From an optimization exercise on the open Yosys and OpenROAD flow, aimed at small area, a short achievable clock period and few clock cycles per item; shortcuts taken in it are not production practice. The RTL was checked by simulation tests, not by an equivalence proof against the original design. Power figures rest on the tool's default switching activity, not on a simulated workload.

--- flow/design.v ---
`timescale 1ns / 1ps
package bmhq_pkg;
    localparam int CAPACITY = 64;
    localparam int CNT_W    = 7;
    localparam logic [1:0] ST_OK    = 2'd0;
    localparam logic [1:0] ST_FULL  = 2'd1;
    localparam logic [1:0] ST_EMPTY = 2'd2;
    localparam logic CMD_INSERT = 1'b0;
    localparam logic CMD_REMOVE = 1'b1;
endpackage
`timescale 1ns / 1ps
module bmhq_seq (
    input  logic        i_clk,
    input  logic        i_rst_n,
    input  logic        i_push,
    input  logic [72:0] i_data,
    input  logic        i_pop_ready,
    output logic        o_valid,
    output logic [72:0] o_data,
    output logic        o_skid,      
    output logic        o_skid_next  
);
    logic        r_hvld;
    logic        r_svld;
    logic [72:0] r_head;
    logic [72:0] r_skid;
    logic        pop;
    logic        h_next;
    logic        s_next;
    logic        head_load;
    logic        skid_load;
    assign pop = r_hvld && i_pop_ready;
    always_comb begin
        h_next    = r_hvld;
        s_next    = r_svld;
        head_load = 1'b0;
        skid_load = 1'b0;
        if (pop) begin
            if (r_svld) begin
                head_load = 1'b1;
                if (i_push) skid_load = 1'b1;
                else        s_next    = 1'b0;
            end else if (i_push) begin
                head_load = 1'b1;
            end else begin
                h_next = 1'b0;
            end
        end else if (i_push) begin
            if (!r_hvld) begin
                head_load = 1'b1;
                h_next    = 1'b1;
            end else begin
                skid_load = 1'b1;
                s_next    = 1'b1;
            end
        end
    end
    always_ff @(posedge i_clk) begin
        if (!i_rst_n) begin
            r_hvld <= 1'b0;
            r_svld <= 1'b0;
        end else begin
            r_hvld <= h_next;
            r_svld <= s_next;
        end
    end
    always_ff @(posedge i_clk) begin
        if (head_load) r_head <= r_svld ? r_skid : i_data;
        if (skid_load) r_skid <= i_data;
    end
    assign o_valid     = r_hvld;
    assign o_data      = r_head;
    assign o_skid      = r_svld;
    assign o_skid_next = i_rst_n && s_next;
endmodule
`timescale 1ns / 1ps
module bmhq_store (
    input  logic               i_clk,
    input  logic               i_rst_n,
    input  logic               i_ins,       
    input  logic               i_rem,       
    input  logic signed [31:0] i_key,       
    input  logic        [31:0] i_payload,
    input  logic               i_load,      
    input  logic signed [31:0] i_pkey,      
    output logic signed [31:0] o_head_key,
    output logic        [31:0] o_head_payload,
    output logic               o_empty,
    output logic               o_full
);
    localparam int N = bmhq_pkg::CAPACITY;
    logic signed [31:0] r_key [0:N-1];
    logic        [31:0] r_pay [0:N-1];
    logic        [N-1:0] r_vld;
    logic        [N-1:0] r_gtk;     
    logic        [N-1:0] gt;        
    logic        [N-1:0] pgt;       
    logic        [N-1:0] pgt_next;  
    logic                kgt;       
    function automatic logic key_gt(input logic [31:0] a, input logic [31:0] b);
        logic [31:0] g;
        logic [31:0] e;
        g = a & ~b;
        e = ~(a ^ b);
        g[31] = ~a[31] & b[31];
        for (int w = 1; w < 32; w = w * 2) begin
            for (int i = 0; i < 32; i = i + 2 * w) begin
                g[i + 2*w - 1] = g[i + 2*w - 1] | (e[i + 2*w - 1] & g[i + w - 1]);
                e[i + 2*w - 1] = e[i + 2*w - 1] & e[i + w - 1];
            end
        end
        key_gt = g[31];
    endfunction
    always_comb begin
        for (int j = 0; j < N; j++) begin
            gt[j]  = !r_vld[j] || r_gtk[j];
            pgt[j] = key_gt(r_key[j], i_pkey);
        end
        kgt = key_gt(i_key, i_pkey);
    end
    always_ff @(posedge i_clk) begin
        if (!i_rst_n) begin
            r_vld <= '0;
        end else if (i_ins) begin
            r_vld <= {r_vld[N-2:0], 1'b1};
        end else if (i_rem) begin
            r_vld <= {1'b0, r_vld[N-1:1]};
        end
    end
    for (genvar j = 0; j < N; j++) begin : g_slot
        logic s_hold;
        logic s_left;
        logic s_right;
        logic s_new;
        logic [64:0] q;
        logic [64:0] ql;
        logic [64:0] qr;
        logic [64:0] d;
        assign q = {pgt[j], r_key[j], r_pay[j]};
        if (j == 0) begin : g_first
            assign ql     = '0;
            assign s_new  = i_ins && gt[j];
            assign s_left = 1'b0;
        end else begin : g_mid
            assign ql     = {pgt[j-1], r_key[j-1], r_pay[j-1]};
            assign s_new  = i_ins && gt[j] && !gt[j-1];
            assign s_left = i_ins && gt[j-1];
        end
        if (j == N - 1) begin : g_last
            assign qr      = q;
        end else begin : g_nlast
            assign qr      = {pgt[j+1], r_key[j+1], r_pay[j+1]};
        end
        assign s_right = i_rem;
        assign s_hold  = !(i_rem || (i_ins && gt[j]));
        assign d = ({65{s_hold}}  & q)
                 | ({65{s_left}}  & ql)
                 | ({65{s_right}} & qr)
                 | ({65{s_new}}   & {kgt, i_key, i_payload});
        assign pgt_next[j] = d[64];
        always_ff @(posedge i_clk) begin
            r_key[j] <= d[63:32];
            r_pay[j] <= d[31:0];
        end
    end
    always_ff @(posedge i_clk) begin
        if (i_load) r_gtk <= pgt_next;
    end
    assign o_head_key     = r_key[0];
    assign o_head_payload = r_pay[0];
    assign o_empty        = !r_vld[0];
    assign o_full         = r_vld[N-1];
endmodule
`timescale 1ns / 1ps
module binary_min_heap_queue_unit (
    input  logic               i_clk,
    input  logic               i_rst_n,
    input  logic               i_req_valid,
    output logic               o_req_ready,
    input  logic               i_req_cmd,
    input  logic signed [31:0] i_req_key,
    input  logic        [31:0] i_req_payload,
    output logic               o_rsp_valid,
    input  logic               i_rsp_ready,
    output logic        [1:0]  o_rsp_status,
    output logic signed [31:0] o_rsp_out_key,
    output logic        [31:0] o_rsp_out_payload,
    output logic        [6:0]  o_rsp_fill
);
    localparam int CW = bmhq_pkg::CNT_W;
    logic               r_ready;
    logic               r_p_vld;
    logic               r_p_cmd;
    logic signed [31:0] r_p_key;
    logic        [31:0] r_p_pay;
    logic               r_a_vld;
    logic               r_a_cmd;
    logic signed [31:0] r_a_key;
    logic        [31:0] r_a_pay;
    logic [CW-1:0]      r_cnt;
    logic               take;
    logic               exec;
    logic               a_load;
    logic               ins;
    logic               rem;
    logic               empty;
    logic               full;
    logic signed [31:0] head_key;
    logic        [31:0] head_pay;
    logic               skid;
    logic               skid_next;
    logic               p_next;
    logic               a_next;
    logic [1:0]         res_status;
    logic [CW-1:0]      res_fill;
    logic [31:0]        res_key;
    logic [31:0]        res_pay;
    logic [72:0]        rsp_data;
    bmhq_store u_store (
        .i_clk          (i_clk),
        .i_rst_n        (i_rst_n),
        .i_ins          (ins),
        .i_rem          (rem),
        .i_key          (r_a_key),
        .i_payload      (r_a_pay),
        .i_load         (a_load),
        .i_pkey         (r_p_key),
        .o_head_key     (head_key),
        .o_head_payload (head_pay),
        .o_empty        (empty),
        .o_full         (full)
    );
    bmhq_seq u_rsp (
        .i_clk       (i_clk),
        .i_rst_n     (i_rst_n),
        .i_push      (exec),
        .i_data      ({res_status, res_fill, res_key, res_pay}),
        .i_pop_ready (i_rsp_ready),
        .o_valid     (o_rsp_valid),
        .o_data      (rsp_data),
        .o_skid      (skid),
        .o_skid_next (skid_next)
    );
    assign o_req_ready = r_ready;
    assign take        = i_req_valid && r_ready;
    assign exec        = r_a_vld && !skid;
    assign a_load      = !r_a_vld || !skid;
    assign ins         = exec && (r_a_cmd == bmhq_pkg::CMD_INSERT) && !full;
    assign rem         = exec && (r_a_cmd == bmhq_pkg::CMD_REMOVE) && !empty;
    always_comb begin
        res_key  = '0;
        res_pay  = '0;
        res_fill = r_cnt;
        if (r_a_cmd == bmhq_pkg::CMD_INSERT) begin
            res_status = full ? bmhq_pkg::ST_FULL : bmhq_pkg::ST_OK;
            if (!full) res_fill = r_cnt + CW'(1);
        end else begin
            res_status = empty ? bmhq_pkg::ST_EMPTY : bmhq_pkg::ST_OK;
            if (!empty) begin
                res_fill = r_cnt - CW'(1);
                res_key  = head_key;
                res_pay  = head_pay;
            end
        end
    end
    assign p_next = take || (r_p_vld && !a_load);
    assign a_next = a_load ? r_p_vld : r_a_vld;
    always_ff @(posedge i_clk) begin
        if (!i_rst_n) begin
            r_p_vld <= 1'b0;
            r_a_vld <= 1'b0;
            r_ready <= 1'b1;
            r_cnt   <= '0;
        end else begin
            r_p_vld <= p_next;
            r_a_vld <= a_next;
            r_ready <= !p_next || !a_next || !skid_next;
            if (ins)      r_cnt <= r_cnt + CW'(1);
            else if (rem) r_cnt <= r_cnt - CW'(1);
        end
    end
    always_ff @(posedge i_clk) begin
        if (r_ready) begin
            r_p_cmd <= i_req_cmd;
            r_p_key <= i_req_key;
            r_p_pay <= i_req_payload;
        end
        if (a_load) begin
            r_a_cmd <= r_p_cmd;
            r_a_key <= r_p_key;
            r_a_pay <= r_p_pay;
        end
    end
    assign o_rsp_status      = rsp_data[72:71];
    assign o_rsp_fill        = rsp_data[70:64];
    assign o_rsp_out_key     = rsp_data[63:32];
    assign o_rsp_out_payload = rsp_data[31:0];
endmodule
--- flow/flow/run.sh ---
#!/bin/bash
# The standard layout, with timing repair aimed at a shorter period than the clock's:
# repair_timing works until every path has SETUP_SLACK_MARGIN ns of setup slack.
set -euo pipefail
bash standard.sh SETUP_SLACK_MARGIN=6.2 finish > standard_flow.log 2>&1
--- flow/standard.sh ---
#!/bin/bash
# synth_recipe.tcl (not shown) runs the flow's synth.tcl, then flattens the netlist and writes it again
# the make line also repeats each setting of config.mk as NAME=value (left out here)
make -C /OpenROAD-flow-scripts/flow DESIGN_CONFIG=/design/flow/config.mk WORK_HOME=/design/flow/orfs CLKGATE_MAP_FILE= SYNTH_SCRIPT=/design/flow/synth_recipe.tcl "${@:-finish}"
--- flow/config.mk ---
export PLATFORM = sky130hd
export DESIGN_NAME = binary_min_heap_queue_unit
export DESIGN_NICKNAME = binary_min_heap_queue_unit
export VERILOG_FILES = /design/flow/design.v
export SDC_FILE = /design/flow/constraint.sdc
export NUM_CORES = 4
export LEC_CHECK = 0
export CAP_MARGIN = 20
export CORE_MARGIN = 2
export CORE_UTILIZATION = 20
export PLACE_DENSITY = 0.25
export SLEW_MARGIN = 20
--- flow/constraint.sdc ---
create_clock -name core_clock -period 10.0 [get_ports {i_clk}]
set_input_delay 2.0000 -clock core_clock [delete_from_list [all_inputs] [get_ports {i_clk}]]
set_output_delay 2.0000 -clock core_clock [all_outputs]
set_load 0.01 [all_outputs]
==> out/results.ini <==
[timing]
report.final.setup_viol = 0
finalClockSkew_ns = 0.0490
achievable-frequency_ghz = 0.258
timing.max_slew.rel_slack = 0.205
totalNegativeSetupSlack_ns = 0
final-max-slew-violation-count = 0
grt_setup_unrepaired = yes
period_share = 0.387
timing_hold_violations_final = 0
post-route-min-period_ns = 3.87
slew_at_the_pin_closest_to_its_max_slew_limit_ns = 1.19

[grt]
grt_start_max_net_pins = 183
grt_first_pass_wirelength_microns = 1770000
first_global_vias = 206000
grt_usage = 0.219
antenna_violations_before_repair = 66
grt_remaining_overflow = 0

[clock_network]
clkLatencyLatePin_ns = 1.12
cts_tree = done
cts_made_buffers = 646
clock_path_buffers = 5
clock_sink_count = 4511
clk_pin_slew_ns = 0.06
cts_root_buffer = sky130_fd_sc_hd__clkbuf_16
cts.htree.levels = 6

[die]
area_inside_the_core_boundary_sq_mm = 1.11
design.portCount = 144
std_cell_rows = 388
floorplan.initialDensity = 0.200
area_of_the_die_sq_mm = 1.12
die_height_microns = 1060
die_w_microns = 1060

[detailed_routing]
final_antenna_net_count = 0
route.detailed.vias_per_inst = 5.30
drt_first_iter_violations = 32300
drt_drc_violations_left = 0
number_of_vias_in_the_routed_layout = 211000
wl_per_cell_microns = 32.6
first_pass_drt_iterations = 13
wl_microns = 1300000

[layout]
num-fill-cells = 120000
final_layout_size_suffix_gt1_frac = 0.0852
final_cell_count_no_fill = 39800
areaGrowthSynthToFinish_pct = 18.2
nNetsFinal = 26600
finish.instance_area_sq_mm = 0.264

[pwr]
leakagePower_uw = 0.116
irDropWorstVdd_uv = 139
p_total_uw = 48800
power.density_cell_area_mw_per_mm2 = 185

[synthesis]
netlist-cell-type-count = 81
mappedNetlistArea_sq_mm = 0.223
postSynthCellCount = 25200
synth-edff-count = 339
mappedNetlistNets = 27300
ys_warn_count = 5
synth-async-reset-ratio = 0
avgSynthCellArea_sq_um = 8.84
postSynthRegisterBits = 4511
yosysSeqAreaShare = 0.420
dominantRegCellSynth = sky130_fd_sc_hd__dfxtp_1

[worst_setup_path]
setup.worst_path.end_class = flop
setup.worst_path.start = r_p_key[30]
timing.critical_path.arrival_ns = 4.79
cp_slowest_cell = sky130_fd_sc_hd__a211oi_1
criticalPathCategory = reg -> reg
critical_path.n_buffers_inverters = 3
timing.rr.start = r_p_key[30]
cp_max_fo = 28
worst_path_dominant_cell_family = compound AO/OA/AOI/OAI gates
timing.critical_path.slowest_cell_delay_ns = 0.82
worst_r2r_endpoint = u_store.r_gtk[4]
r2r_setup_slack_ns = 6.13
startpoint_type = flop
worst_r2r_path_depth = 11
worstPathCellList = inv_6 -> buf_6 -> ha_1 -> nand4_1 -> nor2_1 -> nand3_1 -> a211oi_1 -> a211oi_2 -> buf_4 -> nand2b_1 -> o211ai_1
cp_data_required_time_ns = 10.92

[run_status]
result_of_the_run = no timing/DRC/antenna violations

[min_path]
min_to = r_a_pay[0]
hold_path_class = reg -> reg
min-delay-start = r_p_pay[0]
timing.hold.worst_path_depth = 0

[placement]
placedCellCount = 38500
dp.final_hpwl_microns = 903000
gp_congestion = 0.775
post_dp_cell_area_sq_mm = 0.241
port_buffers = 143

[job]
cap_violations = 0

[metrics by stage]
step / hold slack, ns / utilization / setup WS (ns)
floorplan: 0.400 / - / 6.23
global placement: 0.402 / 0.216 / 4.92
detailed placement: 0.406 / 0.216 / 4.86
CTS: 0.420 / 0.236 / 6.06
global route: 0.424 / 0.237 / 6.15
finish: 0.420 / 0.237 / 6.13
[cell usage after synthesis, types with 25 or more instances]
cell | count | share of area
sky130_fd_sc_hd__nand2_1 | 8646 | 0.15
sky130_fd_sc_hd__dfxtp_1 | 4172 | 0.37
sky130_fd_sc_hd__a222oi_1 | 4029 | 0.18
sky130_fd_sc_hd__ha_1 | 2017 | 0.11
sky130_fd_sc_hd__clkbuf_1 | 1670 | 0.028
sky130_fd_sc_hd__a21oi_1 | 712 | 0.016
sky130_fd_sc_hd__buf_2 | 412 | 0.0092
sky130_fd_sc_hd__nor2_1 | 400 | 0.0067
sky130_fd_sc_hd__o21ai_0 | 346 | 0.0078
sky130_fd_sc_hd__edfxtp_1 | 339 | 0.046
sky130_fd_sc_hd__nand4_1 | 296 | 0.0083
sky130_fd_sc_hd__a21o_1 | 246 | 0.0083
sky130_fd_sc_hd__inv_1 | 244 | 0.0041
sky130_fd_sc_hd__buf_1 | 205 | 0.0034
sky130_fd_sc_hd__nor3_1 | 143 | 0.0032
sky130_fd_sc_hd__nand3_1 | 140 | 0.0031
sky130_fd_sc_hd__a211oi_1 | 111 | 0.0037
sky130_fd_sc_hd__a22oi_1 | 101 | 0.0034
sky130_fd_sc_hd__nor2b_1 | 101 | 0.0028
sky130_fd_sc_hd__a31oi_1 | 96 | 0.0027
sky130_fd_sc_hd__and3_1 | 84 | 0.0024
sky130_fd_sc_hd__mux2_2 | 70 | 0.0035
sky130_fd_sc_hd__a221oi_1 | 61 | 0.0024
sky130_fd_sc_hd__o211ai_1 | 57 | 0.0019
sky130_fd_sc_hd__and4_1 | 56 | 0.0022
sky130_fd_sc_hd__nand4b_1 | 56 | 0.0022
sky130_fd_sc_hd__o21a_1 | 50 | 0.0017
sky130_fd_sc_hd__nor4_1 | 40 | 0.0011
sky130_fd_sc_hd__a211o_1 | 34 | 0.0013
sky130_fd_sc_hd__nand2b_1 | 32 | 0.00090
sky130_fd_sc_hd__and2_1 | 26 | 0.00073
sky130_fd_sc_hd__o22ai_1 | 25 | 0.00070
[area by class of cell]
type | count | area, sq um | share of cell area
diodes | 19 | 47.5 | 0.000180
clock buffers | 1017 | 19400 | 0.0735
clock inverters | 107 | 1090 | 0.00413
inverters | 244 | 1290 | 0.00489
multi-input cells | 18200 | 121000 | 0.460
flip-flops and latches | 4511 | 93700 | 0.355
well taps | 14800 | 18500 | 0.0703
repair buffers | 874 | 8480 | 0.0321
repair inverters | 3 | 26.3 | 0.0000996
[per-layer routing]
layer / track usage / part of all wire / wire length (microns) / vias to the layer above
met5: 0 / 0.000021 / 27 / -
met4: 0.0402 / 0.019 / 24800 / 4
met3: 0.0193 / 0.041 / 53600 / 1233
met2: 0.389 / 0.50 / 643000 / 5804
met1: 0.291 / 0.44 / 575000 / 107000
li1: - / - / - / 96300
[flip-flops by register name (all words and copies together), names as in the netlist, 7 cells and up]
register	cells
u_rsp.r_head	73
u_store.r_pay	2048
r_p_pay	32
u_store.r_gtk	63
r_a_key	32
u_store.r_vld	64
r_cnt	7
u_store.r_key	2048
r_p_key	32
u_rsp.r_skid	73
r_a_pay	32
[cells in the final DEF, fill, tap and decap left out, types with 57 or more instances in the layout]
cell and count:
sky130_fd_sc_hd__nor2_4 81, sky130_fd_sc_hd__nor2_1 320, sky130_fd_sc_hd__a222oi_1 4029, sky130_fd_sc_hd__nand3_1 139, sky130_fd_sc_hd__dfxtp_1 4167, sky130_fd_sc_hd__buf_4 509
sky130_fd_sc_hd__a22oi_1 101, sky130_fd_sc_hd__clkdlybuf4s50_1 67, sky130_fd_sc_hd__clkbuf_16 670, sky130_fd_sc_hd__and3_1 68, sky130_fd_sc_hd__buf_2 69, sky130_fd_sc_hd__nor3_1 113
sky130_fd_sc_hd__ha_1 2016, sky130_fd_sc_hd__nand4_1 296, sky130_fd_sc_hd__o211ai_1 57, sky130_fd_sc_hd__nand2_1 8644, sky130_fd_sc_hd__clkbuf_8 147, sky130_fd_sc_hd__clkbuf_1 207
sky130_fd_sc_hd__a21o_1 246, sky130_fd_sc_hd__a21oi_1 697, sky130_fd_sc_hd__a211oi_1 105, sky130_fd_sc_hd__edfxtp_1 339, sky130_fd_sc_hd__nor2b_1 97, sky130_fd_sc_hd__o21ai_0 339
sky130_fd_sc_hd__inv_1 213, sky130_fd_sc_hd__a31oi_1 76, sky130_fd_sc_hd__mux2_2 70, sky130_fd_sc_hd__buf_6 115
[cell families after synthesis]
kind of cell,share of synthesized area
flip-flops,0.420
XOR/XNOR,0.000471
AO/OA/AOI/OAI,0.236
adder cells (fa/ha/maj),0.113
buffers and inverters,0.0456
AND/OR/NAND/NOR,0.181
multiplexers,0.00358
[worst register-to-register path, cell delays in order, from the launching register on]
cell and delay, ns:
sky130_fd_sc_hd__edfxtp_1 0.47, sky130_fd_sc_hd__inv_6 0.30, sky130_fd_sc_hd__buf_6 0.45, sky130_fd_sc_hd__ha_1 0.25, sky130_fd_sc_hd__nand4_1 0.15, sky130_fd_sc_hd__nor2_1 0.35
sky130_fd_sc_hd__nand3_1 0.29, sky130_fd_sc_hd__a211oi_1 0.82, sky130_fd_sc_hd__a211oi_2 0.15, sky130_fd_sc_hd__buf_4 0.20, sky130_fd_sc_hd__nand2b_1 0.14, sky130_fd_sc_hd__o211ai_1 0.12
[power breakdown]
group	leakage [uW]	internal (uW)	switching (uW)	total (uW)
combinational	0.0685	1710	3040	4750
clock	0.0101	13500	9630	23100
sequential	0.0371	19300	1610	20900
total	0.116	34500	14300	48800
[timing repair]
action,CTS,global route
gates resized for setup,557,131
hold buffers,0,0
gates cloned,29,10
pin swaps,31,15
setup buffers,52,22
hold endpoints to repair,0,0
endpoints found under the setup margin,4092,2638
[worst max path at each step]
stage               cells past startpoint                    end  slack, ns
finish                                 11       u_store.r_gtk[4]       6.13
detailed placement                      9  u_store.r_key[41][10]       4.86
CTS                                    10  u_store.r_key[25][21]       6.06
floorplan                               9      u_store.r_gtk[41]       6.23
global route                           11       u_store.r_gtk[4]       6.15
global placement                        9  u_store.r_key[41][31]       4.92
Testbench counts, summed over its fixed seeds: cycles 4,696, ops 4,672.

port drivers added, routing unchanged:
No port has a modelled driver above. Below, the same layout with a new extraction and two added sets of constraints.
Step 1 sets driving cells, clkbuf_16 on the clock port and buf_2 on the other inputs (assumed; they add their load-dependent delay and slew).
Step 2 moves the port delays by t, midway between the first and last clock arrival at a register: inputs arrive t later, outputs are due t later. That takes back most of the time a late clock gives input paths.
a / b / c = no drivers / after step 1 / after step 2; a / b = the first two.
t, ns: 1.257
setup slack, ns: 6.131 / 6.131 / 5.500
hold WS [ns]: 0.420 / 0.420 / 0.420
After both steps this run still meets setup and hold. For this run, drivers alone change the setup slack by 0.000 ns; drivers and shift together by -0.631 ns.
